Context: an optimization exercise on an open-source flow, tuned for small area, a short achievable clock period and few clock cycles. The choices shown serve that exercise and are no tape-out recipe. In this exercise RTL edits were held to simulation tests only and were not proved equivalent to the original. Power is estimated from default activity; no workload was simulated.

[flow/constraint.sdc]
create_clock -name core_clock -period 6.0 [get_ports {clk}]
set_input_delay 1.2000 -clock core_clock [delete_from_list [all_inputs] [get_ports {clk}]]
set_output_delay 1.2000 -clock core_clock [all_outputs]
set_load 0.01 [all_outputs]
[flow/design.v]
`default_nettype none
package l3_cache_pkg;
  localparam int NUM_PORTS = 4;
  localparam int PORT_W    = 2;
  localparam int ADDR_W   = 16;
  localparam int DATA_W   = 32;
  localparam int INDEX_W  = 4;
  localparam int NUM_SETS = 16;
  localparam int TAG_W    = ADDR_W - INDEX_W;
  localparam int REQ_W    = 1 + ADDR_W + DATA_W + PORT_W;  
  localparam int RSP_DEPTH = 12;  
  localparam int MEM_DEPTH = 4;   
  localparam int RSP_CNT_W = 4;   
  localparam int MEM_CNT_W = 3;   
  localparam int RID_W     = 4;   
  localparam int RD_LIMIT  = 15;  
  typedef struct packed {
    logic              write;
    logic [ADDR_W-1:0] addr;
    logic [DATA_W-1:0] wdata;
    logic [PORT_W-1:0] port;
  } l3_req_t;
  typedef struct packed {
    logic [PORT_W-1:0] port;
    logic              write;
    logic [DATA_W-1:0] data;  
  } l3_rsp_t;
  typedef struct packed {
    logic              write;
    logic [ADDR_W-1:0] addr;
    logic [DATA_W-1:0] data;
  } mem_req_t;
endpackage
`default_nettype wire
`default_nettype none
module l3_req_arbiter (
  input  logic                                 clk,
  input  logic                                 reset,
  input  logic [l3_cache_pkg::NUM_PORTS-1:0]   port_valid,
  input  logic [l3_cache_pkg::NUM_PORTS*l3_cache_pkg::REQ_W-1:0] port_req,  
  output logic [l3_cache_pkg::NUM_PORTS-1:0]   port_ready,
  input  logic                                 room,       
  output logic                                 accept,     
  output logic                                 arb_valid,
  output l3_cache_pkg::l3_req_t                arb_req
);
  localparam int NUM_PORTS = l3_cache_pkg::NUM_PORTS;
  localparam int PORT_W    = l3_cache_pkg::PORT_W;
  localparam int REQ_W     = l3_cache_pkg::REQ_W;
  typedef l3_cache_pkg::l3_req_t l3_req_t;
  logic [PORT_W-1:0]    last_port;    
  logic [PORT_W-1:0]    base;
  logic [NUM_PORTS-1:0] acc;
  logic [NUM_PORTS-1:0] cand;
  logic [NUM_PORTS-1:0] next_ready;
  logic [PORT_W-1:0]    acc_port;
  l3_req_t              acc_req;
  assign acc    = port_valid & port_ready;
  assign accept = |acc;
  always_comb begin
    acc_port = '0;
    acc_req  = '0;
    for (int p = 0; p < NUM_PORTS; p++) begin
      if (port_ready[p]) begin
        acc_port = PORT_W'(p);
        acc_req  = port_req[p*REQ_W +: REQ_W];
      end
    end
    acc_req.port = acc_port;
  end
  assign cand = port_valid & ~acc;
  assign base = accept ? acc_port : last_port;
  always_comb begin
    logic [PORT_W-1:0] c;
    logic              found;
    next_ready = '0;
    found      = 1'b0;
    for (int i = 1; i <= NUM_PORTS; i++) begin
      c = base + PORT_W'(i);
      if (!found && cand[c]) begin
        found         = 1'b1;
        next_ready[c] = room;
      end
    end
  end
  always_ff @(posedge clk or posedge reset) begin
    if (reset) begin
      port_ready <= '0;
      arb_valid  <= 1'b0;
      last_port  <= PORT_W'(NUM_PORTS - 1);  
    end else begin
      port_ready <= next_ready;
      arb_valid  <= accept;
      last_port  <= base;
    end
  end
  always_ff @(posedge clk) begin
    if (accept) begin
      arb_req <= acc_req;
    end
  end
endmodule
`default_nettype wire
`default_nettype none
module l3_lookup (
  input  logic                               clk,
  input  logic                               reset,
  input  logic                               arb_valid,
  input  l3_cache_pkg::l3_req_t              arb_req,
  output logic                               miss_push,
  output logic                               miss_wb,
  output logic [l3_cache_pkg::TAG_W-1:0]     miss_wb_tag,
  output logic [l3_cache_pkg::DATA_W-1:0]    miss_wb_data,
  output logic [l3_cache_pkg::ADDR_W-1:0]    miss_addr,
  output logic                               rq_push,
  output logic [l3_cache_pkg::PORT_W-1:0]    rq_port,
  output logic                               rq_write,
  output logic [l3_cache_pkg::DATA_W-1:0]    rq_data,
  output logic                               rq_wait,
  output logic [l3_cache_pkg::RID_W-1:0]     rq_rid,
  input  logic                               mem_rsp_valid,
  input  logic [l3_cache_pkg::DATA_W-1:0]    mem_rsp_data,
  output logic [l3_cache_pkg::RID_W-1:0]     ret_rid,
  output logic [l3_cache_pkg::RID_W-1:0]     rd_inflight
);
  localparam int ADDR_W   = l3_cache_pkg::ADDR_W;
  localparam int DATA_W   = l3_cache_pkg::DATA_W;
  localparam int INDEX_W  = l3_cache_pkg::INDEX_W;
  localparam int NUM_SETS = l3_cache_pkg::NUM_SETS;
  localparam int TAG_W    = l3_cache_pkg::TAG_W;
  localparam int RID_W    = l3_cache_pkg::RID_W;
  logic [NUM_SETS-1:0][TAG_W-1:0]  tag_q;   
  logic [NUM_SETS-1:0][DATA_W-1:0] data_q;
  logic [NUM_SETS-1:0][RID_W-1:0]  prid_q;  
  logic [NUM_SETS-1:0] valid_q;
  logic [NUM_SETS-1:0] dirty_q;
  logic [NUM_SETS-1:0] pend_q;
  logic [RID_W-1:0] alloc_q;   
  logic [RID_W-1:0] ret_q;     
  logic [ADDR_W-1:0]  cur_addr;
  logic [INDEX_W-1:0] cur_index;
  logic [TAG_W-1:0]   cur_tag;
  logic               hit;
  logic               miss;
  logic               line_pend;
  logic [RID_W-1:0]   line_prid;
  logic [DATA_W-1:0]  line_data;
  logic               line_ret;    
  logic [NUM_SETS-1:0] fill_hit;   
  assign cur_addr  = arb_req.addr;
  assign cur_index = cur_addr[INDEX_W-1:0];
  assign cur_tag   = cur_addr[ADDR_W-1:INDEX_W];
  assign hit       = valid_q[cur_index] && (tag_q[cur_index] == cur_tag);
  assign miss      = !hit;
  assign line_pend = pend_q[cur_index];
  assign line_prid = prid_q[cur_index];
  assign line_data = data_q[cur_index];
  assign line_ret  = mem_rsp_valid && line_pend && (line_prid == ret_q);
  assign ret_rid     = ret_q;
  assign rd_inflight = alloc_q - ret_q;
  assign miss_push    = arb_valid && miss;
  assign miss_wb      = valid_q[cur_index] && dirty_q[cur_index];
  assign miss_wb_tag  = tag_q[cur_index];
  assign miss_wb_data = line_data;
  assign miss_addr    = cur_addr;
  assign rq_push  = arb_valid;
  assign rq_port  = arb_req.port;
  assign rq_write = arb_req.write;
  always_comb begin
    rq_data = line_data;
    rq_wait = 1'b0;
    rq_rid  = line_prid;
    if (arb_req.write) begin
      rq_data = arb_req.wdata;
    end else if (miss) begin
      rq_wait = 1'b1;
      rq_rid  = alloc_q;
    end else if (line_ret) begin
      rq_data = mem_rsp_data;
    end else if (line_pend) begin
      rq_wait = 1'b1;
    end
  end
  always_comb begin
    for (int i = 0; i < NUM_SETS; i++) begin
      fill_hit[i] = mem_rsp_valid && pend_q[i] && (prid_q[i] == ret_q);
    end
  end
  always_ff @(posedge clk or posedge reset) begin
    if (reset) begin
      valid_q <= '0;
      pend_q  <= '0;
      alloc_q <= '0;
      ret_q   <= '0;
    end else begin
      if (mem_rsp_valid) begin
        ret_q <= ret_q + 1'b1;
      end
      pend_q <= pend_q & ~fill_hit;
      if (arb_valid) begin
        if (miss) begin
          alloc_q            <= alloc_q + 1'b1;
          valid_q[cur_index] <= 1'b1;
        end
        if (arb_req.write) begin
          pend_q[cur_index] <= 1'b0;
        end else if (miss) begin
          pend_q[cur_index] <= 1'b1;
        end
      end
    end
  end
  always_ff @(posedge clk) begin
    for (int i = 0; i < NUM_SETS; i++) begin
      if (fill_hit[i]) begin
        data_q[i] <= mem_rsp_data;
      end
    end
    if (arb_valid) begin
      if (miss) begin
        tag_q[cur_index]   <= cur_tag;
        dirty_q[cur_index] <= arb_req.write;
      end else if (arb_req.write) begin
        dirty_q[cur_index] <= 1'b1;
      end
      if (miss && !arb_req.write) begin
        prid_q[cur_index] <= alloc_q;
      end
      if (arb_req.write) begin
        data_q[cur_index] <= arb_req.wdata;
      end
    end
  end
endmodule
`default_nettype wire
`default_nettype none
module l3_line_fill (
  input  logic                               clk,
  input  logic                               reset,
  input  logic                               miss_push,
  input  logic                               miss_wb,
  input  logic [l3_cache_pkg::TAG_W-1:0]     miss_wb_tag,
  input  logic [l3_cache_pkg::DATA_W-1:0]    miss_wb_data,
  input  logic [l3_cache_pkg::ADDR_W-1:0]    miss_addr,
  output logic [l3_cache_pkg::MEM_CNT_W-1:0] mq_count,
  output logic                               mq_pop,
  output logic                               mem_req_valid,
  output l3_cache_pkg::mem_req_t             mem_req,
  input  logic                               mem_req_ready
);
  localparam int ADDR_W  = l3_cache_pkg::ADDR_W;
  localparam int DATA_W  = l3_cache_pkg::DATA_W;
  localparam int INDEX_W = l3_cache_pkg::INDEX_W;
  localparam int TAG_W   = l3_cache_pkg::TAG_W;
  localparam int DEPTH   = l3_cache_pkg::MEM_DEPTH;
  localparam int CNT_W   = l3_cache_pkg::MEM_CNT_W;
  logic [DEPTH-1:0][ADDR_W-1:0] addr_q;    
  logic [DEPTH-1:0][TAG_W-1:0]  wtag_q;    
  logic [DEPTH-1:0][DATA_W-1:0] wdata_q;   
  logic [DEPTH-1:0]             wb_q;      
  logic                         rd_done_q;  
  logic [CNT_W-1:0]             count_q;
  logic              take;
  logic [CNT_W-1:0]  wr_pos;
  assign mq_count = count_q;
  always_comb begin
    mem_req_valid = (count_q != '0);
    mem_req.write = rd_done_q;
    mem_req.addr  = rd_done_q ? {wtag_q[0], addr_q[0][INDEX_W-1:0]} : addr_q[0];
    mem_req.data  = wdata_q[0];
  end
  assign take   = mem_req_valid && mem_req_ready;
  assign mq_pop = take && (rd_done_q || !wb_q[0]);
  assign wr_pos = count_q - CNT_W'(mq_pop);
  always_ff @(posedge clk or posedge reset) begin
    if (reset) begin
      count_q   <= '0;
      rd_done_q <= 1'b0;
    end else begin
      count_q <= count_q + CNT_W'(miss_push) - CNT_W'(mq_pop);
      if (mq_pop) begin
        rd_done_q <= 1'b0;
      end else if (take) begin
        rd_done_q <= 1'b1;
      end
    end
  end
  always_ff @(posedge clk) begin
    for (int i = 0; i < DEPTH; i++) begin
      if (miss_push && (wr_pos == CNT_W'(i))) begin
        addr_q[i]  <= miss_addr;
        wtag_q[i]  <= miss_wb_tag;
        wdata_q[i] <= miss_wb_data;
        wb_q[i]    <= miss_wb;
      end else if (mq_pop) begin
        if (i < DEPTH - 1) begin
          addr_q[i]  <= addr_q[i+1];
          wtag_q[i]  <= wtag_q[i+1];
          wdata_q[i] <= wdata_q[i+1];
          wb_q[i]    <= wb_q[i+1];
        end
      end
    end
  end
endmodule
`default_nettype wire
`default_nettype none
module l3_rsp_queue (
  input  logic                               clk,
  input  logic                               reset,
  input  logic                               push,
  input  logic [l3_cache_pkg::PORT_W-1:0]    push_port,
  input  logic                               push_write,
  input  logic [l3_cache_pkg::DATA_W-1:0]    push_data,
  input  logic                               push_wait,
  input  logic [l3_cache_pkg::RID_W-1:0]     push_rid,
  input  logic                               mem_rsp_valid,
  input  logic [l3_cache_pkg::DATA_W-1:0]    mem_rsp_data,
  input  logic [l3_cache_pkg::RID_W-1:0]     ret_rid,
  output logic [l3_cache_pkg::RSP_CNT_W-1:0] count,
  output logic                               pop,
  output logic                               rsp_valid,
  output l3_cache_pkg::l3_rsp_t              rsp,
  input  logic                               rsp_ready
);
  localparam int PORT_W = l3_cache_pkg::PORT_W;
  localparam int DATA_W = l3_cache_pkg::DATA_W;
  localparam int RID_W  = l3_cache_pkg::RID_W;
  localparam int DEPTH  = l3_cache_pkg::RSP_DEPTH;
  localparam int CNT_W  = l3_cache_pkg::RSP_CNT_W;
  logic [DEPTH-1:0][PORT_W-1:0] port_q;
  logic [DEPTH-1:0]             write_q;
  logic [DEPTH-1:0][DATA_W-1:0] data_q;
  logic [DEPTH-1:0]             wait_q;
  logic [DEPTH-1:0][RID_W-1:0]  rid_q;
  logic [CNT_W-1:0]             count_q;
  logic [DEPTH-1:0] cap;    
  logic [CNT_W-1:0] wr_pos;
  assign count     = count_q;
  assign rsp_valid = (count_q != '0) && !wait_q[0];
  assign rsp.port  = port_q[0];
  assign rsp.write = write_q[0];
  assign rsp.data  = data_q[0];
  assign pop       = rsp_valid && rsp_ready;
  assign wr_pos    = count_q - CNT_W'(pop);
  always_comb begin
    for (int i = 0; i < DEPTH; i++) begin
      cap[i] = mem_rsp_valid && wait_q[i] && (rid_q[i] == ret_rid);
    end
  end
  always_ff @(posedge clk or posedge reset) begin
    if (reset) begin
      count_q <= '0;
    end else begin
      count_q <= count_q + CNT_W'(push) - CNT_W'(pop);
    end
  end
  always_ff @(posedge clk) begin
    for (int i = 0; i < DEPTH; i++) begin
      if (push && (wr_pos == CNT_W'(i))) begin
        port_q[i]  <= push_port;
        write_q[i] <= push_write;
        data_q[i]  <= push_data;
        wait_q[i]  <= push_wait;
        rid_q[i]   <= push_rid;
      end else if (pop) begin
        if (i < DEPTH - 1) begin
          port_q[i]  <= port_q[i+1];
          write_q[i] <= write_q[i+1];
          data_q[i]  <= cap[i+1] ? mem_rsp_data : data_q[i+1];
          wait_q[i]  <= wait_q[i+1] && !cap[i+1];
          rid_q[i]   <= rid_q[i+1];
        end
      end else if (cap[i]) begin
        data_q[i] <= mem_rsp_data;
        wait_q[i] <= 1'b0;
      end
    end
  end
endmodule
module l3_top (
  input  logic                                 clk,
  input  logic                                 reset,
  input  logic [l3_cache_pkg::NUM_PORTS-1:0]   port_valid,
  input  logic [l3_cache_pkg::NUM_PORTS*l3_cache_pkg::REQ_W-1:0] port_req,  
  output logic [l3_cache_pkg::NUM_PORTS-1:0]   port_ready,
  output logic                                 rsp_valid,
  output l3_cache_pkg::l3_rsp_t                rsp,
  input  logic                                 rsp_ready,
  output logic                                 mem_req_valid,
  output l3_cache_pkg::mem_req_t               mem_req,
  input  logic                                 mem_req_ready,
  input  logic                                 mem_rsp_valid,
  input  logic [l3_cache_pkg::DATA_W-1:0]      mem_rsp_data
);
  localparam int ADDR_W    = l3_cache_pkg::ADDR_W;
  localparam int DATA_W    = l3_cache_pkg::DATA_W;
  localparam int TAG_W     = l3_cache_pkg::TAG_W;
  localparam int PORT_W    = l3_cache_pkg::PORT_W;
  localparam int RID_W     = l3_cache_pkg::RID_W;
  localparam int RSP_DEPTH = l3_cache_pkg::RSP_DEPTH;
  localparam int MEM_DEPTH = l3_cache_pkg::MEM_DEPTH;
  localparam int RD_LIMIT  = l3_cache_pkg::RD_LIMIT;
  typedef l3_cache_pkg::l3_req_t l3_req_t;
  logic    room;
  logic    accept;
  logic    arb_valid;
  l3_req_t arb_req;
  logic              miss_push;
  logic              miss_wb;
  logic [TAG_W-1:0]  miss_wb_tag;
  logic [DATA_W-1:0] miss_wb_data;
  logic [ADDR_W-1:0] miss_addr;
  logic              rq_push;
  logic [PORT_W-1:0] rq_port;
  logic              rq_write;
  logic [DATA_W-1:0] rq_data;
  logic              rq_wait;
  logic [RID_W-1:0]  rq_rid;
  logic [RID_W-1:0]  ret_rid;
  logic [RID_W-1:0]  rd_inflight;
  logic [l3_cache_pkg::MEM_CNT_W-1:0] mq_count;
  logic              mq_pop;
  logic [l3_cache_pkg::RSP_CNT_W-1:0] rq_count;
  logic              rq_pop;
  always_comb begin
    int pending;
    pending = int'(arb_valid) + int'(accept);
    room = (int'(rq_count) + pending - int'(rq_pop) <= RSP_DEPTH - 1) &&
           (int'(mq_count) + pending - int'(mq_pop) <= MEM_DEPTH - 1) &&
           (int'(rd_inflight) + pending - int'(mem_rsp_valid) <= RD_LIMIT - 1);
  end
  l3_req_arbiter arbiter_i (
    .clk        (clk),
    .reset      (reset),
    .port_valid (port_valid),
    .port_req   (port_req),
    .port_ready (port_ready),
    .room       (room),
    .accept     (accept),
    .arb_valid  (arb_valid),
    .arb_req    (arb_req)
  );
  l3_lookup lookup_i (
    .clk           (clk),
    .reset         (reset),
    .arb_valid     (arb_valid),
    .arb_req       (arb_req),
    .miss_push     (miss_push),
    .miss_wb       (miss_wb),
    .miss_wb_tag   (miss_wb_tag),
    .miss_wb_data  (miss_wb_data),
    .miss_addr     (miss_addr),
    .rq_push       (rq_push),
    .rq_port       (rq_port),
    .rq_write      (rq_write),
    .rq_data       (rq_data),
    .rq_wait       (rq_wait),
    .rq_rid        (rq_rid),
    .mem_rsp_valid (mem_rsp_valid),
    .mem_rsp_data  (mem_rsp_data),
    .ret_rid       (ret_rid),
    .rd_inflight   (rd_inflight)
  );
  l3_line_fill line_fill_i (
    .clk           (clk),
    .reset         (reset),
    .miss_push     (miss_push),
    .miss_wb       (miss_wb),
    .miss_wb_tag   (miss_wb_tag),
    .miss_wb_data  (miss_wb_data),
    .miss_addr     (miss_addr),
    .mq_count      (mq_count),
    .mq_pop        (mq_pop),
    .mem_req_valid (mem_req_valid),
    .mem_req       (mem_req),
    .mem_req_ready (mem_req_ready)
  );
  l3_rsp_queue rsp_queue_i (
    .clk           (clk),
    .reset         (reset),
    .push          (rq_push),
    .push_port     (rq_port),
    .push_write    (rq_write),
    .push_data     (rq_data),
    .push_wait     (rq_wait),
    .push_rid      (rq_rid),
    .mem_rsp_valid (mem_rsp_valid),
    .mem_rsp_data  (mem_rsp_data),
    .ret_rid       (ret_rid),
    .count         (rq_count),
    .pop           (rq_pop),
    .rsp_valid     (rsp_valid),
    .rsp           (rsp),
    .rsp_ready     (rsp_ready)
  );
endmodule
`default_nettype wire
`default_nettype none
module l3_cache_top (
  input  logic         clk,
  input  logic         reset,
  input  logic [3:0]   port_valid,
  input  logic [3:0]   port_write,
  input  logic [63:0]  port_addr,
  input  logic [127:0] port_wdata,
  output logic [3:0]   port_ready,
  output logic         rsp_valid,
  output logic [1:0]   rsp_port,
  output logic         rsp_write,
  output logic [31:0]  rsp_data,
  input  logic         rsp_ready,
  output logic         mem_req_valid,
  output logic         mem_req_write,
  output logic [15:0]  mem_req_addr,
  output logic [31:0]  mem_req_data,
  input  logic         mem_req_ready,
  input  logic         mem_rsp_valid,
  input  logic [31:0]  mem_rsp_data
);
  localparam int NUM_PORTS = l3_cache_pkg::NUM_PORTS;
  localparam int PORT_W    = l3_cache_pkg::PORT_W;
  localparam int ADDR_W    = l3_cache_pkg::ADDR_W;
  localparam int DATA_W    = l3_cache_pkg::DATA_W;
  localparam int INDEX_W   = l3_cache_pkg::INDEX_W;
  localparam int NUM_SETS  = l3_cache_pkg::NUM_SETS;
  localparam int TAG_W     = l3_cache_pkg::TAG_W;
  localparam int REQ_W     = l3_cache_pkg::REQ_W;
  typedef l3_cache_pkg::l3_req_t  l3_req_t;
  typedef l3_cache_pkg::l3_rsp_t  l3_rsp_t;
  typedef l3_cache_pkg::mem_req_t mem_req_t;
  logic [NUM_PORTS*REQ_W-1:0] port_req;
  l3_rsp_t  rsp;
  mem_req_t mem_req;
  always_comb begin
    for (int p = 0; p < NUM_PORTS; p++) begin
      port_req[p*REQ_W +: REQ_W] = {port_write[p], port_addr[p*ADDR_W +: ADDR_W],
                                    port_wdata[p*DATA_W +: DATA_W], PORT_W'(p)};
    end
  end
  l3_top l3_top_i (
    .clk           (clk),
    .reset         (reset),
    .port_valid    (port_valid),
    .port_req      (port_req),
    .port_ready    (port_ready),
    .rsp_valid     (rsp_valid),
    .rsp           (rsp),
    .rsp_ready     (rsp_ready),
    .mem_req_valid (mem_req_valid),
    .mem_req       (mem_req),
    .mem_req_ready (mem_req_ready),
    .mem_rsp_valid (mem_rsp_valid),
    .mem_rsp_data  (mem_rsp_data)
  );
  assign rsp_port      = rsp.port;
  assign rsp_write     = rsp.write;
  assign rsp_data      = rsp.data;
  assign mem_req_write = mem_req.write;
  assign mem_req_addr  = mem_req.addr;
  assign mem_req_data  = mem_req.data;
endmodule
`default_nettype wire
[flow/run.sh]
#!/bin/bash
# synth_recipe.tcl (not shown) runs the flow's synth.tcl, then flattens the netlist and writes it again
# the make line also repeats each setting of config.mk as NAME=value (left out here)
make -C /OpenROAD-flow-scripts/flow DESIGN_CONFIG=/design/flow/config.mk WORK_HOME=/design/flow/orfs CLKGATE_MAP_FILE= SYNTH_SCRIPT=/design/flow/synth_recipe.tcl finish
[flow/config.mk]
export PLATFORM = sky130hd
export DESIGN_NAME = l3_cache_top
export DESIGN_NICKNAME = l3_cache_top
export VERILOG_FILES = /design/flow/design.v
export SDC_FILE = /design/flow/constraint.sdc
export NUM_CORES = 4
export LEC_CHECK = 0
export CAP_MARGIN = 20
export CORE_MARGIN = 2
export CORE_UTILIZATION = 40
export SLEW_MARGIN = 20
==> reports/qor_table.md, run 1 <==
| Stage | Metric | This run |
|---|---|---|
| outcome | Result of the run | timing/DRC/antenna clean |
| synth | Sequential element share of the synthesized area | 48.88% |
| placed design | Placer's final routability congestion estimate | 0.9758 |
| global routing | Via count of the first global-routing pass | 61981 |
| global routing | Most crowded layer after global routing | met2 |
| clock tree | Clock latency on the worst-skew pair | 0.86 ns |
| clock tree | CTS tree | done |
| worst hold path | Worst Hold Depth | 1 |
| synth | Mean Syn Cell Area | 10.68 sq um |
| setup path | Max Fanout on Critical Path | 192 |
| sta | Unrepaired setup endpoints after global routing | false |
| global routing | GR Layer Usage met1 | 35.09% |
| setup path | Cell type group with the largest total delay on the critical path | simple AND/OR/NAND/NOR gates |
| global routing | Aggregate global-route resource usage | 26.31% |
| floorplanning | Std-Cell Core Area | 202300 sq um |
| global routing | Pin count of the biggest net entering global routing | 193 |
| setup path | Critical path launch point type | flip-flop |
| placed design | Final HPWL from detailed placement | 184.8 mm |
| synth | Cell with the most instances after synthesis | nand2_1 |
| global routing | Met3 Resource Use GR | 4.052% |
| route | Initial DRC Count | 6760 |
| sta | Worst Max-Slew Pin Slew | 1.267 ns |
| layout | Final standard cell count with taps included and fillers excluded | 10413 |
| floorplanning | Total I/O pin count | 327 |
| sta | Final Critical Period | 5.301 ns |
| floorplanning | Starting Density | 40.31% |
| layout | Final layout net count | 7884 |
| synth | Dominant synthesized flop cell | dfxtp_1 |
| worst hold path | Min-Delay Path Class | reg2reg |
| setup path | Instance count on the critical path | 9 |
| route | WL final | 282.7 mm |
| pwr | Total Power | 39.10 mW |
| layout | Area growth syn-to-layout | 14.41% |
| pwr | Power density of the placed cells | 419.1 nW/um^2 |
| sta | Max-slew violation count | 0 |
| clock tree | CTS Hold Bufs | 0 |
| global routing | Global-route congestion overflow total | 0 |
| clock tree | Post CTS Setup Buffer Count | 0 |
| pwr | Leakage power figure | 36.09 nW |
| floorplanning | Number of rows in the core area | 165 |
| route | Detail-routed net length per standard cell | 27.15 um |
| route | Final ANT Viol Nets | 0 |
| floorplanning | Die footprint | 207500 sq um |
| setup path | Ordered cell list for the critical path | buf_4, mux4_2, nand2_1, and3_1, xnor2_1, or3_2, o21ai_4, clkinvlp_4, buf_12 |
| clock tree | Sinks on Clock Net | 1614 |
| clock tree | Number of H-tree levels | 4 |
| setup path | Arrival time at the worst endpoint | 5.63 ns |
| global routing | Global-route wire length before repair | 417.2 mm |
| setup path | Worst Reg2Reg Path Length in Cells | 9 |
| clock tree | Number of clock buffers inserted by TritonCTS | 178 |
| floorplanning | DIE WIDTH | 455.5 um |
| synth | Cells taking the most area after synthesis | edfxtp_1 27%, dfxtp_1 20%, mux2i_1 7.3% |
| synth | Number of instances in the synthesized netlist | 7637 |
| synth | Synth Register Bits | 1614 |
| synth | Number of enable-type register cells in the synthesized netlist | 727 |
| layout | Fraction of layout instances using a drive strength above 1 | 15.09% |
| route | Number of search-and-repair iterations in the first detailed-routing pass | 8 |
| route | Via count | 63966 |
| global routing | GRT met2 Usage | 42.05% |
| clock tree | Maximum count of clock buffers along a single path | 3 |
| synth | Top cell type by total area after synthesis | edfxtp_1 |
| route | DRC violations left | 0 |
| sta | Fmax | 188.7 MHz |
| sta | Worst rel slew slack | 15.51% |
| route | Mean number of vias per cell | 6.143 |
| floorplanning | Chip height | 455.5 um |
| sta | Number of hold violations in the final report | 0 |
| synth | Summed instance area of the synthesized netlist | 81550 sq um |
| setup path | Slowest stage cell, crit path | edfxtp_1 |
| pwr | Maximum resistive drop on vdd | 0.0003450 V |
| run | Total of max-cap violations | 0 |
| setup path | Crit end category | flip-flop |
| placed design | Cells after DPL | 10074 |
| placed design | Number of port buffers | 326 |
| synth | Proportion of netlist area held by the largest area contributor | 26.77% |
| setup path | Class of the most critical setup path | reg2reg |
| setup path | Longest individual stage delay on the worst path | 0.86 ns |
| setup path | Number of buffer and inverter instances along the worst setup path | 3 |
| synth | Async set or reset register ratio after synthesis | 3.408% |
| global routing | Number of antenna violations at the first check in global routing | 5 |
| synth | Number of distinct standard cells referenced by the synthesized netlist | 81 |
| synth | Yosys warning count | 6 |
| sta | Clk_skew | 0.07256 ns |
| setup path | Data required time of the critical path | 6.33 ns |
| synth | Most frequent cells after synthesis | 833 x nand2_1, 832 x dfxtp_1, 727 x edfxtp_1 |
| synth | Net Count, Synth | 7938 |
| sta | Share of the cycle needed by the critical path after routing | 88.34% |
| clock tree | Post-cts sizing count | 0 |
| clock tree | Clock slew at reported path FFs | 0.06 ns |
| clock tree | Clock Root Buffer | clkbuf_16 |
| sta | Final setup vio count | 0 |
state kept, by name (all words and copies together) (netlist names), 4 cells and up:
signal / flops
l3_top_i.arbiter_i.arb_req: 51
l3_top_i.rsp_queue_i.wait_q: 12
l3_top_i.rsp_queue_i.data_q: 384
l3_top_i.arbiter_i.port_ready: 4
l3_top_i.rsp_queue_i.count_q: 4
l3_top_i.lookup_i.tag_q: 192
l3_top_i.lookup_i.ret_q: 4
l3_top_i.line_fill_i.wb_q: 4
l3_top_i.lookup_i.pend_q: 16
l3_top_i.lookup_i.valid_q: 16
l3_top_i.rsp_queue_i.port_q: 24
l3_top_i.lookup_i.dirty_q: 16
l3_top_i.rsp_queue_i.rid_q: 48
l3_top_i.line_fill_i.wdata_q: 128
l3_top_i.line_fill_i.wtag_q: 48
l3_top_i.rsp_queue_i.write_q: 12
l3_top_i.lookup_i.alloc_q: 4
l3_top_i.lookup_i.prid_q: 64
l3_top_i.line_fill_i.addr_q: 64
l3_top_i.lookup_i.data_q: 512
cells in the final DEF (no fill, tap or decap), types with 82 or more instances in the layout:
| master | n |
|---|---|
| a21oi_1 | 160 |
| a22o_1 | 89 |
| a22oi_1 | 120 |
| buf_4 | 266 |
| clkbuf_16 | 182 |
| clkdlybuf4s50_1 | 326 |
| dfxtp_1 | 832 |
| edfxtp_1 | 727 |
| inv_1 | 82 |
| mux2_2 | 245 |
| mux2i_1 | 593 |
| mux4_2 | 209 |
| nand2_1 | 806 |
| nor2_1 | 257 |
| o211ai_1 | 340 |
| o21ai_0 | 663 |
| o21ai_1 | 300 |
| o22a_1 | 320 |
| o22ai_1 | 141 |
| xor2_1 | 82 |
cell families (layout without fill, tap and decap cells):
kind of cell	after synthesis	after routing	share of synthesized area [%]
simple gates	1402	1402	7.226
buf+inv	938	1037	5.017
compound gates	2435	2435	19.91
other cells	0	5	0
flops	1614	1614	48.88
mux	1048	1048	16.46
xor+xnor	136	136	1.461
fa+ha+maj	64	64	1.046
through the flow:
stage / TNS, ns / util (%) / hold WS, ns / area (sq um) / setup WS (ns)
after floorplan: -114.92 / - / 0.4244 / 81600 / -1.103
after global placement: 0 / 43.13 / 0.4529 / 87250 / 0.4740
after detailed placement: 0 / 43.13 / 0.4575 / 87260 / 0.4749
after CTS: 0 / 46.09 / 0.4748 / 93250 / 0.8725
after global routing: 0 / 46.11 / 0.4924 / 93300 / 0.5974
final: 0 / 46.12 / 0.4697 / 93310 / 0.6995
final timing paths:
kind	start	slack, ns	endpoint
max in group asynchronous	reset	4.35	l3_top_i.lookup_i.ret_q[3]$_DFFE_PP0P_
worst max register to register	l3_top_i.arbiter_i.arb_req[34]$_DFFE_PN_	0.70	l3_top_i.lookup_i.tag_q[1]$_DFFE_PP_
worst min register to register	l3_top_i.lookup_i.valid_q[14]$_DFFE_PP0P_	0.47	l3_top_i.lookup_i.valid_q[14]$_DFFE_PP0P_
min in group asynchronous	reset	0.58	l3_top_i.line_fill_i.rd_done_q$_DFFE_PP0P_
worst min-delay path	l3_top_i.lookup_i.valid_q[14]$_DFFE_PP0P_	0.47	l3_top_i.lookup_i.valid_q[14]$_DFFE_PP0P_
worst max-delay path	l3_top_i.arbiter_i.arb_req[34]$_DFFE_PN_	0.70	l3_top_i.lookup_i.tag_q[1]$_DFFE_PP_
cell type report:
cell class              instances  area, sq um
repair buffers                614         5708
diodes                          5        12.51
fillers                     18509       109000
clock inverters                64        775.7
well taps                    2672         3343
flip-flops and latches       1614        39870
inverters                      90        347.8
multi-input cells            5085        38030
clock buffers                 269         5213
power breakdown:
group          total (mW)  switching (mW)  internal, mW
Sequential           17.0            1.80          15.2
Clock                11.2            4.79          6.44
Combinational        10.9            5.59          5.31
routing by layer:
layer | wire length, um | share of wire, % | up-vias
li1 | - | - | 28620
met1 | 116900 | 41 | 31895
met2 | 130400 | 46 | 2822
met3 | 21200 | 7.5 | 627
met4 | 14130 | 5.0 | 2
met5 | 11 | 0.0039 | -
Testbench counts, summed over its fixed seeds: cycles 2,359.
==> run 2, diff against run 1 <==
--- a/flow/design.v
+++ b/flow/design.v
@@ -107,6 +107,7 @@
   input  logic                               reset,
   input  logic                               arb_valid,
   input  l3_cache_pkg::l3_req_t              arb_req,
+  output logic                               miss_load,
   output logic                               miss_push,
   output logic                               miss_wb,
   output logic [l3_cache_pkg::TAG_W-1:0]     miss_wb_tag,
@@ -142,6 +143,13 @@
   logic [TAG_W-1:0]   cur_tag;
   logic               hit;
   logic               miss;
+  logic [NUM_SETS-1:0] sel;       
+  logic [NUM_SETS-1:0] line_hit;
+  logic [NUM_SETS-1:0][2:0] flags;
+  logic [2:0]         line_flags;
+  logic               line_valid;
+  logic               line_dirty;
+  logic [TAG_W-1:0]   line_tag;
   logic               line_pend;
   logic [RID_W-1:0]   line_prid;
   logic [DATA_W-1:0]  line_data;
@@ -150,17 +158,37 @@
   assign cur_addr  = arb_req.addr;
   assign cur_index = cur_addr[INDEX_W-1:0];
   assign cur_tag   = cur_addr[ADDR_W-1:INDEX_W];
-  assign hit       = valid_q[cur_index] && (tag_q[cur_index] == cur_tag);
-  assign miss      = !hit;
-  assign line_pend = pend_q[cur_index];
-  assign line_prid = prid_q[cur_index];
-  assign line_data = data_q[cur_index];
-  assign line_ret  = mem_rsp_valid && line_pend && (line_prid == ret_q);
+  always_comb begin
+    for (int i = 0; i < NUM_SETS; i++) begin
+      sel[i] = (cur_index == INDEX_W'(i));
+    end
+  end
+  l3_sel16 #(.W(TAG_W))  tag_sel_i  (.in(tag_q),   .sel(cur_index), .out(line_tag));
+  l3_sel16 #(.W(DATA_W)) data_sel_i (.in(data_q),  .sel(cur_index), .out(line_data));
+  l3_sel16 #(.W(RID_W))  prid_sel_i (.in(prid_q),  .sel(cur_index), .out(line_prid));
+  l3_sel16 #(.W(3))      flag_sel_i (.in(flags),   .sel(cur_index), .out(line_flags));
+  always_comb begin
+    for (int i = 0; i < NUM_SETS; i++) begin
+      flags[i] = {valid_q[i], dirty_q[i], pend_q[i]};
+    end
+  end
+  assign line_valid = line_flags[2];
+  assign line_dirty = line_flags[1];
+  assign line_pend  = line_flags[0];
+  always_comb begin
+    for (int i = 0; i < NUM_SETS; i++) begin
+      line_hit[i] = valid_q[i] && (tag_q[i] == cur_tag);
+    end
+  end
+  assign hit      = |(sel & line_hit);
+  assign miss     = !hit;
+  assign line_ret = |(sel & fill_hit);
   assign ret_rid     = ret_q;
   assign rd_inflight = alloc_q - ret_q;
+  assign miss_load    = arb_valid;
   assign miss_push    = arb_valid && miss;
-  assign miss_wb      = valid_q[cur_index] && dirty_q[cur_index];
-  assign miss_wb_tag  = tag_q[cur_index];
+  assign miss_wb      = line_valid && line_dirty;
+  assign miss_wb_tag  = line_tag;
   assign miss_wb_data = line_data;
   assign miss_addr    = cur_addr;
   assign rq_push  = arb_valid;
@@ -196,48 +224,74 @@
       if (mem_rsp_valid) begin
         ret_q <= ret_q + 1'b1;
       end
-      pend_q <= pend_q & ~fill_hit;
-      if (arb_valid) begin
-        if (miss) begin
-          alloc_q            <= alloc_q + 1'b1;
-          valid_q[cur_index] <= 1'b1;
-        end
-        if (arb_req.write) begin
-          pend_q[cur_index] <= 1'b0;
-        end else if (miss) begin
-          pend_q[cur_index] <= 1'b1;
+      if (arb_valid && miss) begin
+        alloc_q <= alloc_q + 1'b1;
+      end
+      for (int i = 0; i < NUM_SETS; i++) begin
+        if (arb_valid && sel[i]) begin
+          valid_q[i] <= 1'b1;
+          if (arb_req.write) begin
+            pend_q[i] <= 1'b0;
+          end else if (miss) begin
+            pend_q[i] <= 1'b1;
+          end else if (fill_hit[i]) begin
+            pend_q[i] <= 1'b0;
+          end
+        end else if (fill_hit[i]) begin
+          pend_q[i] <= 1'b0;
         end
       end
     end
   end
   always_ff @(posedge clk) begin
     for (int i = 0; i < NUM_SETS; i++) begin
-      if (fill_hit[i]) begin
+      if (arb_valid && sel[i] && arb_req.write) begin
+        data_q[i] <= arb_req.wdata;
+      end else if (fill_hit[i]) begin
         data_q[i] <= mem_rsp_data;
       end
-    end
-    if (arb_valid) begin
-      if (miss) begin
-        tag_q[cur_index]   <= cur_tag;
-        dirty_q[cur_index] <= arb_req.write;
-      end else if (arb_req.write) begin
-        dirty_q[cur_index] <= 1'b1;
-      end
-      if (miss && !arb_req.write) begin
-        prid_q[cur_index] <= alloc_q;
-      end
-      if (arb_req.write) begin
-        data_q[cur_index] <= arb_req.wdata;
+      if (arb_valid && sel[i]) begin
+        tag_q[i]   <= cur_tag;
+        dirty_q[i] <= arb_req.write || (hit && dirty_q[i]);
+        if (miss && !arb_req.write) begin
+          prid_q[i] <= alloc_q;
+        end
       end
     end
   end
 endmodule
+module l3_sel16 #(
+  parameter int W = 1
+) (
+  input  logic [15:0][W-1:0] in,
+  input  logic [3:0]         sel,
+  output logic [W-1:0]       out
+);
+  logic [3:0][W-1:0] mid;
+  always_comb begin
+    for (int g = 0; g < 4; g++) begin
+      case (sel[1:0])
+        2'd0:    mid[g] = in[4*g];
+        2'd1:    mid[g] = in[4*g+1];
+        2'd2:    mid[g] = in[4*g+2];
+        default: mid[g] = in[4*g+3];
+      endcase
+    end
+    case (sel[3:2])
+      2'd0:    out = mid[0];
+      2'd1:    out = mid[1];
+      2'd2:    out = mid[2];
+      default: out = mid[3];
+    endcase
+  end
+endmodule
 `default_nettype wire
 `default_nettype none
 module l3_line_fill (
   input  logic                               clk,
   input  logic                               reset,
-  input  logic                               miss_push,
+  input  logic                               miss_load,   
+  input  logic                               miss_push,   
   input  logic                               miss_wb,
   input  logic [l3_cache_pkg::TAG_W-1:0]     miss_wb_tag,
   input  logic [l3_cache_pkg::DATA_W-1:0]    miss_wb_data,
@@ -287,7 +341,7 @@
   end
   always_ff @(posedge clk) begin
     for (int i = 0; i < DEPTH; i++) begin
-      if (miss_push && (wr_pos == CNT_W'(i))) begin
+      if (miss_load && (wr_pos == CNT_W'(i))) begin
         addr_q[i]  <= miss_addr;
         wtag_q[i]  <= miss_wb_tag;
         wdata_q[i] <= miss_wb_data;
@@ -406,6 +460,7 @@
   logic    accept;
   logic    arb_valid;
   l3_req_t arb_req;
+  logic              miss_load;
   logic              miss_push;
   logic              miss_wb;
   logic [TAG_W-1:0]  miss_wb_tag;
@@ -446,6 +501,7 @@
     .reset         (reset),
     .arb_valid     (arb_valid),
     .arb_req       (arb_req),
+    .miss_load     (miss_load),
     .miss_push     (miss_push),
     .miss_wb       (miss_wb),
     .miss_wb_tag   (miss_wb_tag),
@@ -465,6 +521,7 @@
   l3_line_fill line_fill_i (
     .clk           (clk),
     .reset         (reset),
+    .miss_load     (miss_load),
     .miss_push     (miss_push),
     .miss_wb       (miss_wb),
     .miss_wb_tag   (miss_wb_tag),
--- a/flow/config.mk
+++ b/flow/config.mk
@@ -8,4 +8,5 @@
 export CAP_MARGIN = 20
 export CORE_MARGIN = 2
 export CORE_UTILIZATION = 40
+export SETUP_SLACK_MARGIN = 2.5
 export SLEW_MARGIN = 20
==> run 2 against run 1 <==
Net effect:
- total power shrank 16%
- highest routed layer unchanged
- first-iteration DRC count shrank 11%
- non-clock buffer count grew 126
- final area grew 3.0%
- still clean on timing, DRC and antenna
- wire length shrank 3.9%
==> reports/qor_table.md, run 2 <==
| Stage | Metric | This run | Delta |
|---|---|---|---|
| outcome | Result of the run | timing/DRC/antenna clean | unchanged |
| layout | Final Instance Area | 96130 sq um | was 93310 sq um |
| clock tree | CTS tree | done | unchanged |
| route | Number of search-and-repair iterations in the first detailed-routing pass | 7 | was 8 |
| synth | Number of enable-type register cells in the synthesized netlist | 1239 | was 727 |
| setup path | Critical path launch point type | input port | was flip-flop |
| sta | Fmax | 267.0 MHz | was 188.7 MHz |
| synth | Number of distinct standard cells referenced by the synthesized netlist | 82 | was 81 |
| sta | Number of hold violations in the final report | 0 | unchanged |
| pwr | Power density of the placed cells | 343.4 nW/um^2 | was 419.1 nW/um^2 |
| pwr | Net switching power figure | 9.614 mW | was 12.18 mW |
| floorplanning | Number of rows in the core area | 165 | unchanged |
| synth | Proportion of netlist area held by the largest area contributor | 45.50% | was 26.77% |
| route | Final ANT Viol Nets | 0 | unchanged |
| placed design | Final HPWL from detailed placement | 172.9 mm | was 184.8 mm |
| global routing | Via count of the first global-routing pass | 58278 | was 61981 |
| sta | Share of the cycle needed by the critical path after routing | 62.43% | was 88.34% |
| placed design | Post-detailed-placement cell area | 87900 sq um | was 87260 sq um |
| sta | Max-slew violation count | 0 | unchanged |
| pwr | Leakage power figure | 33.44 nW | was 36.09 nW |
| pwr | Sequential group share of total power | 45.2% | was 43.4% |
| synth | Async set or reset register ratio after synthesis | 3.408% | unchanged |
| placed design | Placer's final routability congestion estimate | 0.9056 | was 0.9758 |
| floorplanning | Starting Density | 40.34% | was 40.31% |
| sta | Worst Max-Slew Pin Slew | 1.299 ns | was 1.267 ns |
| floorplanning | Total I/O pin count | 327 | unchanged |
| layout | Fraction of layout instances using a drive strength above 1 | 29.30% | was 15.09% |
| route | DRC violations left | 0 | unchanged |
| layout | Most common cell after layout, fill and taps aside | edfxtp_1 | was dfxtp_1 |
| clock tree | Maximum count of clock buffers along a single path | 3 | unchanged |
| layout | Top reg by flops | l3_top_i.lookup_i.data_q | unchanged |
| clock tree | Number of clock buffers inserted by TritonCTS | 178 | unchanged |
| floorplanning | Std-Cell Core Area | 202700 sq um | was 202300 sq um |
| worst hold path | Min-Delay Path Class | reg2reg | unchanged |
| setup path | Arrival time at the worst endpoint | 4.47 ns | was 5.63 ns |
| sta | Setup TNS Final | 0 ns | unchanged |
| setup path | Data required time of the critical path | 6.72 ns | was 6.33 ns |
| run | Total of max-cap violations | 0 | unchanged |
| global routing | Pin count of the biggest net entering global routing | 81 | was 193 |
| sta | Worst rel slew slack | 13.12% | was 15.51% |
| synth | Cell with the most instances after synthesis | edfxtp_1 | was nand2_1 |
| global routing | Number of antenna violations at the first check in global routing | 3 | was 5 |
| pwr | Clock share of power | 32.2% | was 28.7% |
| layout | Number of fill cells | 17854 | was 18509 |
| layout | Utilization after layout | 47.42% | was 46.12% |
| layout | Number of flip-flops under the largest register name | 512 | unchanged |
| global routing | Aggregate global-route resource usage | 25.06% | was 26.31% |
| clock tree | Clock latency on the worst-skew pair | 0.86 ns | about the same |
| sta | Worst setup slack after layout | 2.254 ns | was 0.6995 ns |
| synth | Top cell type by total area after synthesis | edfxtp_1 | unchanged |
| layout | Top Registers | l3_top_i.lookup_i.data_q: 512 flops, l3_top_i.rsp_queue_i.data_q: 384 flops, l3_top_i.lookup_i.tag_q: 192 flops | unchanged |
| layout | Final layout net count | 6938 | was 7884 |
| setup path | Max Fanout on Critical Path | 4 | was 192 |
| sta | Final Critical Period | 3.746 ns | was 5.301 ns |
| clock tree | Sinks on Clock Net | 1614 | unchanged |
| setup path | Class of the most critical setup path | in2reg | was reg2reg |
| synth | Number of instances in the synthesized netlist | 6477 | was 7637 |
| global routing | Global-route congestion overflow total | 0 | unchanged |
| pwr | Switching part of the total | 29.13% | was 31.14% |
| layout | Area growth syn-to-layout | 17.56% | was 14.41% |
| route | Initial DRC Count | 5999 | was 6760 |
| layout | Commonest non-fill, non-tap cells in the layout | 1239 x edfxtp_1, 679 x mux2_2, 483 x nand2_1 | was 832 x dfxtp_1, 806 x nand2_1, 727 x edfxtp_1 |
| floorplanning | DIE WIDTH | 456.2 um | was 455.5 um |
| clock tree | Clock slew at reported path FFs | 0.06 ns | about the same |
| pwr | Internal power | 23.39 mW | was 26.93 mW |
| synth | Yosys warning count | 10 | was 6 |
| floorplanning | Die footprint | 208100 sq um | was 207500 sq um |
| synth | Synth Register Bits | 1614 | unchanged |
| placed design | Number of port buffers | 326 | unchanged |
| sta | Post-route worst hold slack | 0.4712 ns | was 0.4697 ns |
| synth | Sequential element share of the synthesized area | 55.02% | was 48.88% |
| synth | Cells taking the most area after synthesis | edfxtp_1 45%, mux2_2 9.4%, dfxtp_1 7.8% | was edfxtp_1 27%, dfxtp_1 20%, mux2i_1 7.3% |
| sta | Clk_skew | 0.08045 ns | was 0.07256 ns |
| layout | Final standard cell count with taps included and fillers excluded | 9479 | was 10413 |
| route | Detail-routed net length per standard cell | 28.65 um | was 27.15 um |
| placed design | Cells after DPL | 9012 | was 10074 |
| layout | Area used by multi-input combinational logic | 34650 sq um | was 38030 sq um |
| setup path | Crit end category | flip-flop | unchanged |
| pwr | Maximum resistive drop on vdd | 0.0002971 V | was 0.0003450 V |
| placed design | Worst-case setup slack after placement | 0.3875 ns | was 0.4749 ns |
| route | WL final | 271.6 mm | was 282.7 mm |
| synth | Net Count, Synth | 6763 | was 7938 |
| clock tree | Number of H-tree levels | 4 | unchanged |
| route | Mean number of vias per cell | 6.186 | was 6.143 |
| floorplanning | Chip height | 456.2 um | was 455.5 um |
| layout | Sequential cell area | 45020 sq um | was 39870 sq um |
| synth | Summed instance area of the synthesized netlist | 81780 sq um | was 81550 sq um |
| sta | Unrepaired setup endpoints after global routing | true | was false |
| clock tree | CTS Hold Bufs | 0 | unchanged |
| route | Via count | 58641 | was 63966 |
| pwr | Total Power | 33.01 mW | was 39.10 mW |
| synth | Dominant synthesized flop cell | edfxtp_1 | was dfxtp_1 |
| sta | Final setup vio count | 0 | unchanged |
| global routing | Global-route wire length before repair | 393.6 mm | was 417.2 mm |
| pwr | Combinational Power Share | 22.6% | was 27.9% |
| synth | Mean Syn Cell Area | 12.63 sq um | was 10.68 sq um |
| clock tree | Clock Root Buffer | clkbuf_16 | unchanged |
| synth | Most frequent cells after synthesis | 1239 x edfxtp_1, 680 x mux2_2, 545 x nand2_1 | was 833 x nand2_1, 832 x dfxtp_1, 727 x edfxtp_1 |
run 2: changes by cell type after synthesis, sizes merged, moves of 141 or more:
cell    delta
o21ai    -815
a221oi   +229
mux2i    -532
mux2     +439
o22a     -283
o211ai   -302
nor2     +141
xnor2    +183
dfxtp    -512
edfxtp   +512
nand2    -288
run 2: worst max-delay path, cell delays in order:
cell             delay [ns]
clkdlybuf4s15_1        0.18
a22oi_2                0.20
nand2_4                0.18
ha_4                   0.22
inv_6                  0.07
ha_4                   0.20
fa_2                   0.41
inv_2                  0.07
a21oi_2                0.04
nor2_1                 0.12
nor2_2                 0.05
ha_2                   0.18
nor4b_2                0.21
nand3_1                0.11
a2111o_1               0.30
a221oi_2               0.17
nand4_1                0.14
buf_6                  0.19
a221oi_4               0.19
run 2: logic make-up after synthesis:
kind of cell	count (synthesis)	synth area share (%)
fa+ha+maj	49	0.8048
compound gates	1420	13.55
xor+xnor	309	3.309
simple gates	1304	6.977
buf+inv	831	4.532
mux	950	15.81
flops	1614	55.02
run 2: power by group through the flow:
stage / Sequential [mW] / Clock [mW] / Combinational [mW]
after global routing: 15.1 / 11.2 / 8.15
final: 14.9 / 10.6 / 7.45
after global placement: 15.2 / 0 / 6.79
after floorplan: 14.7 / 0 / 5.40
after CTS: 14.9 / 10.8 / 7.25
after detailed placement: 15.2 / 0 / 6.96
run 2: worst paths after layout:
| path | startpoint | slack (ns) | end | cells after the start |
|---|---|---|---|---|
| max | port_valid[1] | 2.25 | l3_top_i.arbiter_i.port_ready[1]$_DFF_PP0_ | 19 |
| min | l3_top_i.lookup_i.valid_q[2]$_DFFE_PP0P_ | 0.47 | l3_top_i.lookup_i.valid_q[2]$_DFFE_PP0P_ | 1 |
| min reg2reg | l3_top_i.lookup_i.valid_q[2]$_DFFE_PP0P_ | 0.47 | l3_top_i.lookup_i.valid_q[2]$_DFFE_PP0P_ | 1 |
| max in group asynchronous | reset | 4.15 | l3_top_i.lookup_i.ret_q[0]$_DFFE_PP0P_ | 3 |
| min in group asynchronous | reset | 0.71 | l3_top_i.arbiter_i.arb_valid$_DFF_PP0_ | 2 |
| max reg2reg | l3_top_i.arbiter_i.port_ready[2]$_DFF_PP0_ | 2.26 | l3_top_i.arbiter_i.port_ready[1]$_DFF_PP0_ | 18 |
run 2: cell type report:
type,count,share of cell area [%]
sequential,1614,46.83
multi-input combinational,4035,36.04
timing repair buffer,740,7.451
clock buffer,258,5.097
tap,2672,3.478
clock inverter,75,0.7315
inverter,83,0.3644
antenna,2,0.005206
run 2: layer usage:
| metal | wire length [um] | global-route usage (%) |
|---|---|---|
| met5 | 10 | 0 |
| met1 | 108700 | 32.44 |
| met3 | 18940 | 3.615 |
| met4 | 11940 | 9.880 |
| met2 | 132000 | 42.33 |
run 2: repair_timing:
action	CTS	global route
resized for setup	178	123
pin swaps	25	40
endpoints found under the setup margin	1546	671
gates cloned	6	7
setup buffers	80	36
Testbench counts of run 2, summed over its fixed seeds: cycles 2,359.

==> port drivers added, routing unchanged <==
The results above use ideal ports. As a check the final layouts listed here were re-extracted and re-timed, cells and wires unchanged. Step 1: set_driving_cell puts a clkbuf_16 on clk and a buf_2 on each other input, an assumption about the parent block. Step 2 times the ports against the registers' clock, not the clock port: input delays grow and output delays shrink by t, the midpoint of the rising clock arrivals with the driver on. Slacks: ideal ports / drivers / drivers and shift; pairs: ideal ports / drivers.
run	t, ns	setup slack, ns	pins driven straight from the clock port
run 1	0.904	0.699 / 0.699 / 0.405	1
run 2	0.907	2.254 / 2.265 / 1.387	1
After both steps every run listed still meets setup and hold. For run 2, which loses most, drivers alone change the setup slack by +0.011 ns; drivers and shift together by -0.867 ns.
